Background: an optimization exercise with open tools, aiming at small area. Do not read the settings as production practice. In this exercise RTL edits were held to simulation tests only and were not proved equivalent to the original. The clock port is modelled as an ideal driver; clocking choices that lean on that would not hold on a real chip. Power and IR drop assume default switching activity.

## red
## prize_field
module prize_field (
	input  logic        clk,
	input  logic        resetN,
	input  logic [10:0] pixel_x,
	input  logic [10:0] pixel_y,
	input  logic [10:0] player_x,
	input  logic [10:0] player_y,
	input  logic        prize_hit,
	input  logic        block_hit,
	input  logic [3:0]  hit_edge,
	input  logic        level,
	input  logic        next_level,
	input  logic        player_alive,
	input  logic [9:0]  random_bits,
	output logic        draw,
	output logic [2:0]  prize_kind,
	output logic [10:0] tile_left,
	output logic [10:0] tile_top,
	output logic [1:0]  color_variant
);
Size in the first run: about 110 flip-flops, ~0.0041 mm^2 of cells after synthesis.
export LEC_CHECK = 0
export CAP_MARGIN = 10
export CORE_MARGIN = 2
export CORE_UTILIZATION = 55
export GPL_TIMING_DRIVEN = 0
export SLEW_MARGIN = 10
create_clock -name core_clock -period 5.0 [get_ports {clk}]
standard.sh (not shown) runs the stock make flow with config.mk's settings and CLKGATE_MAP_FILE= SYNTH_SCRIPT=/design/flow/synth_recipe.tcl, a recipe that flattens the netlist after the stock synthesis.
==> flow/flow/run.sh <==
#!/bin/bash
# The standard layout (standard.sh), with three changes:
#  - synthesis maps the logic with an area-oriented ABC script (synth.tcl,
#    area.abc); flip-flops are mapped as in the standard synthesis;
#  - port buffers are buf_1;
#  - the clock tree uses small clock buffers and no dummy loads, and
#    clock buffers with too slow an output edge are upsized (cts_fix.tcl).
# Each make step's full log stays under orfs/logs/; the make output as a
# whole goes to make.log here.
set -euo pipefail
here=$(pwd)
# The platform's don't-use cells, and very large cells that timing repair
# would otherwise pick for the one high-fanout net (given on the make command
# line, since ORFS re-runs make for each step without the environment's
# additions to this list).
dont_use="sky130_fd_sc_hd__probe_p_8 sky130_fd_sc_hd__probec_p_8 sky130_fd_sc_hd__lpflow_bleeder_1 sky130_fd_sc_hd__lpflow_clkbufkapwr_1 sky130_fd_sc_hd__lpflow_clkbufkapwr_16 sky130_fd_sc_hd__lpflow_clkbufkapwr_2 sky130_fd_sc_hd__lpflow_clkbufkapwr_4 sky130_fd_sc_hd__lpflow_clkbufkapwr_8 sky130_fd_sc_hd__lpflow_clkinvkapwr_1 sky130_fd_sc_hd__lpflow_clkinvkapwr_16 sky130_fd_sc_hd__lpflow_clkinvkapwr_2 sky130_fd_sc_hd__lpflow_clkinvkapwr_4 sky130_fd_sc_hd__lpflow_clkinvkapwr_8 sky130_fd_sc_hd__lpflow_decapkapwr_12 sky130_fd_sc_hd__lpflow_decapkapwr_3 sky130_fd_sc_hd__lpflow_decapkapwr_4 sky130_fd_sc_hd__lpflow_decapkapwr_6 sky130_fd_sc_hd__lpflow_decapkapwr_8 sky130_fd_sc_hd__lpflow_inputiso0n_1 sky130_fd_sc_hd__lpflow_inputiso0p_1 sky130_fd_sc_hd__lpflow_inputiso1n_1 sky130_fd_sc_hd__lpflow_inputiso1p_1 sky130_fd_sc_hd__lpflow_inputisolatch_1 sky130_fd_sc_hd__lpflow_isobufsrc_1 sky130_fd_sc_hd__lpflow_isobufsrc_16 sky130_fd_sc_hd__lpflow_isobufsrc_2 sky130_fd_sc_hd__lpflow_isobufsrc_4 sky130_fd_sc_hd__lpflow_isobufsrc_8 sky130_fd_sc_hd__lpflow_isobufsrckapwr_16 sky130_fd_sc_hd__lpflow_lsbuf_lh_hl_isowell_tap_1 sky130_fd_sc_hd__lpflow_lsbuf_lh_hl_isowell_tap_2 sky130_fd_sc_hd__lpflow_lsbuf_lh_hl_isowell_tap_4 sky130_fd_sc_hd__lpflow_lsbuf_lh_isowell_4 sky130_fd_sc_hd__lpflow_lsbuf_lh_isowell_tap_1 sky130_fd_sc_hd__lpflow_lsbuf_lh_isowell_tap_2 sky130_fd_sc_hd__lpflow_lsbuf_lh_isowell_tap_4 sky130_fd_sc_hd__buf_12 sky130_fd_sc_hd__buf_16 sky130_fd_sc_hd__buf_6 sky130_fd_sc_hd__buf_8 sky130_fd_sc_hd__bufbuf_16 sky130_fd_sc_hd__bufbuf_8 sky130_fd_sc_hd__bufinv_16 sky130_fd_sc_hd__bufinv_8 sky130_fd_sc_hd__clkbuf_16 sky130_fd_sc_hd__clkbuf_8 sky130_fd_sc_hd__clkinv_16 sky130_fd_sc_hd__clkinv_8 sky130_fd_sc_hd__ebufn_8 sky130_fd_sc_hd__einvn_8 sky130_fd_sc_hd__einvp_8 sky130_fd_sc_hd__inv_12 sky130_fd_sc_hd__inv_16 sky130_fd_sc_hd__inv_6 sky130_fd_sc_hd__inv_8 sky130_fd_sc_hd__mux2_8 sky130_fd_sc_hd__nand2_8 sky130_fd_sc_hd__nor2_8 sky130_fd_sc_hd__a22o_1 sky130_fd_sc_hd__a22o_2 sky130_fd_sc_hd__a22o_4"
export SYNTH_INSBUF=0
export AREA_ABC_SCRIPT=$here/flow/area.abc
export BUFFER_PORTS_ARGS="-buffer_cell sky130_fd_sc_hd__buf_1"
export CTS_ARGS="-sink_clustering_enable -repair_clock_nets -dont_use_dummy_load -buf_list {sky130_fd_sc_hd__clkbuf_4}"
# Clock buffers that leave too slow a clock edge are then upsized.
export POST_CTS_TCL=$here/flow/cts_fix.tcl
bash standard.sh SYNTH_SCRIPT=$here/flow/synth.tcl SKIP_REPAIR_TIE_FANOUT=1 DONT_USE_CELLS="$dont_use" finish > make.log 2>&1
==> flow/flow/cts_fix.tcl <==
proc cts_fix_slews {target} {
  set sizes {sky130_fd_sc_hd__clkbuf_1 sky130_fd_sc_hd__clkbuf_2 sky130_fd_sc_hd__clkbuf_4 sky130_fd_sc_hd__clkbuf_8 sky130_fd_sc_hd__clkbuf_16}
  set block [ord::get_db_block]
  for {set pass 0} {$pass < 3} {incr pass} {
    estimate_parasitics -placement
    set changed 0
    foreach inst [$block getInsts] {
      set m [[$inst getMaster] getName]
      set i [lsearch -exact $sizes $m]
      if {$i < 0 || $i == [llength $sizes] - 1} { continue }
      set out [$inst findITerm X]
      set net [$out getNet]
      if {$net eq "NULL" || [$net getSigType] ne "CLOCK"} { continue }
      set s [get_property [get_pins [$inst getName]/X] slew_max]
      if {$s > $target} {
        set new [lindex $sizes [expr {$i + 1}]]
        puts "cts_fix: [$inst getName] $m -> $new (slew [format %.3f $s] ns)"
        replace_cell [get_cells [$inst getName]] $new
        incr changed
      }
    }
    if {$changed == 0} { break }
  }
  detailed_placement
  estimate_parasitics -placement
}
cts_fix_slews 0.110
Other scripts of this flow, unchanged in this note and not shown: flow/flow/area.abc, flow/flow/synth.tcl
red completed end to end with timing, DRC and antenna clean.
What blue does differently from red at the input level:
--- a/flow/flow/run.sh
+++ b/flow/flow/run.sh
@@ -4,6 +4,5 @@
 #    area.abc); flip-flops are mapped as in the standard synthesis;
 #  - port buffers are buf_1;
-#  - the clock tree uses small clock buffers and no dummy loads, and
-#    clock buffers with too slow an output edge are upsized (cts_fix.tcl).
+#  - the clock tree uses small clock buffers and no dummy loads.
 # Each make step's full log stays under orfs/logs/; the make output as a
 # whole goes to make.log here.
@@ -18,6 +17,4 @@
 export AREA_ABC_SCRIPT=$here/flow/area.abc
 export BUFFER_PORTS_ARGS="-buffer_cell sky130_fd_sc_hd__buf_1"
-export CTS_ARGS="-sink_clustering_enable -repair_clock_nets -dont_use_dummy_load -buf_list {sky130_fd_sc_hd__clkbuf_4}"
-# Clock buffers that leave too slow a clock edge are then upsized.
-export POST_CTS_TCL=$here/flow/cts_fix.tcl
+export CTS_ARGS="-sink_clustering_enable -repair_clock_nets -dont_use_dummy_load -buf_list {sky130_fd_sc_hd__clkbuf_8}"
 bash standard.sh SYNTH_SCRIPT=$here/flow/synth.tcl SKIP_REPAIR_TIE_FANOUT=1 DONT_USE_CELLS="$dont_use" finish > make.log 2>&1
removed: flow/flow/cts_fix.tcl
==> run notes <==
- Reported for blue and red, count of max-cap constraint violations turned out identical to the last digit.
- Diff blue..red | first-pass GRT wire length | negligible
- Compared with red, blue shows a higher relative slew slack.
- Looking at relative contribution of the clock network to total power across blue and red, the one that comes out lower is blue.
- Wire: blue routes less than red
- Comparing red with blue, the last weighted congestion value of the routability-driven placer came out essentially unchanged.
- Summed area of non-filler cells in the final layout improves in blue relative to red.

port drivers added, routing unchanged:
No port has a modelled driver above. Below, the same layouts with a new extraction and two added sets of constraints. Step 1: set_driving_cell puts a clkbuf_16 on clk and a buf_2 on each other input, an assumption about the parent block. Step 2 times the ports against the registers' clock, not the clock port: input delays grow and output delays shrink by t, the midpoint of the rising clock arrivals with the driver on. Slacks: ideal / step 1 / step 2; pairs: ideal / step 1.
run	t (ns)	setup WS [ns]	worst register clock-pin slew, ns
red	0.367	0.940 / 0.956 / 0.588	0.11 / 0.11
blue	0.387	1.011 / 1.021 / 0.634	0.11 / 0.11
After both steps setup and hold are still met in every run listed. The setup slack of blue, which loses most, moves by +0.010 ns with the drivers and by -0.377 ns with both steps.
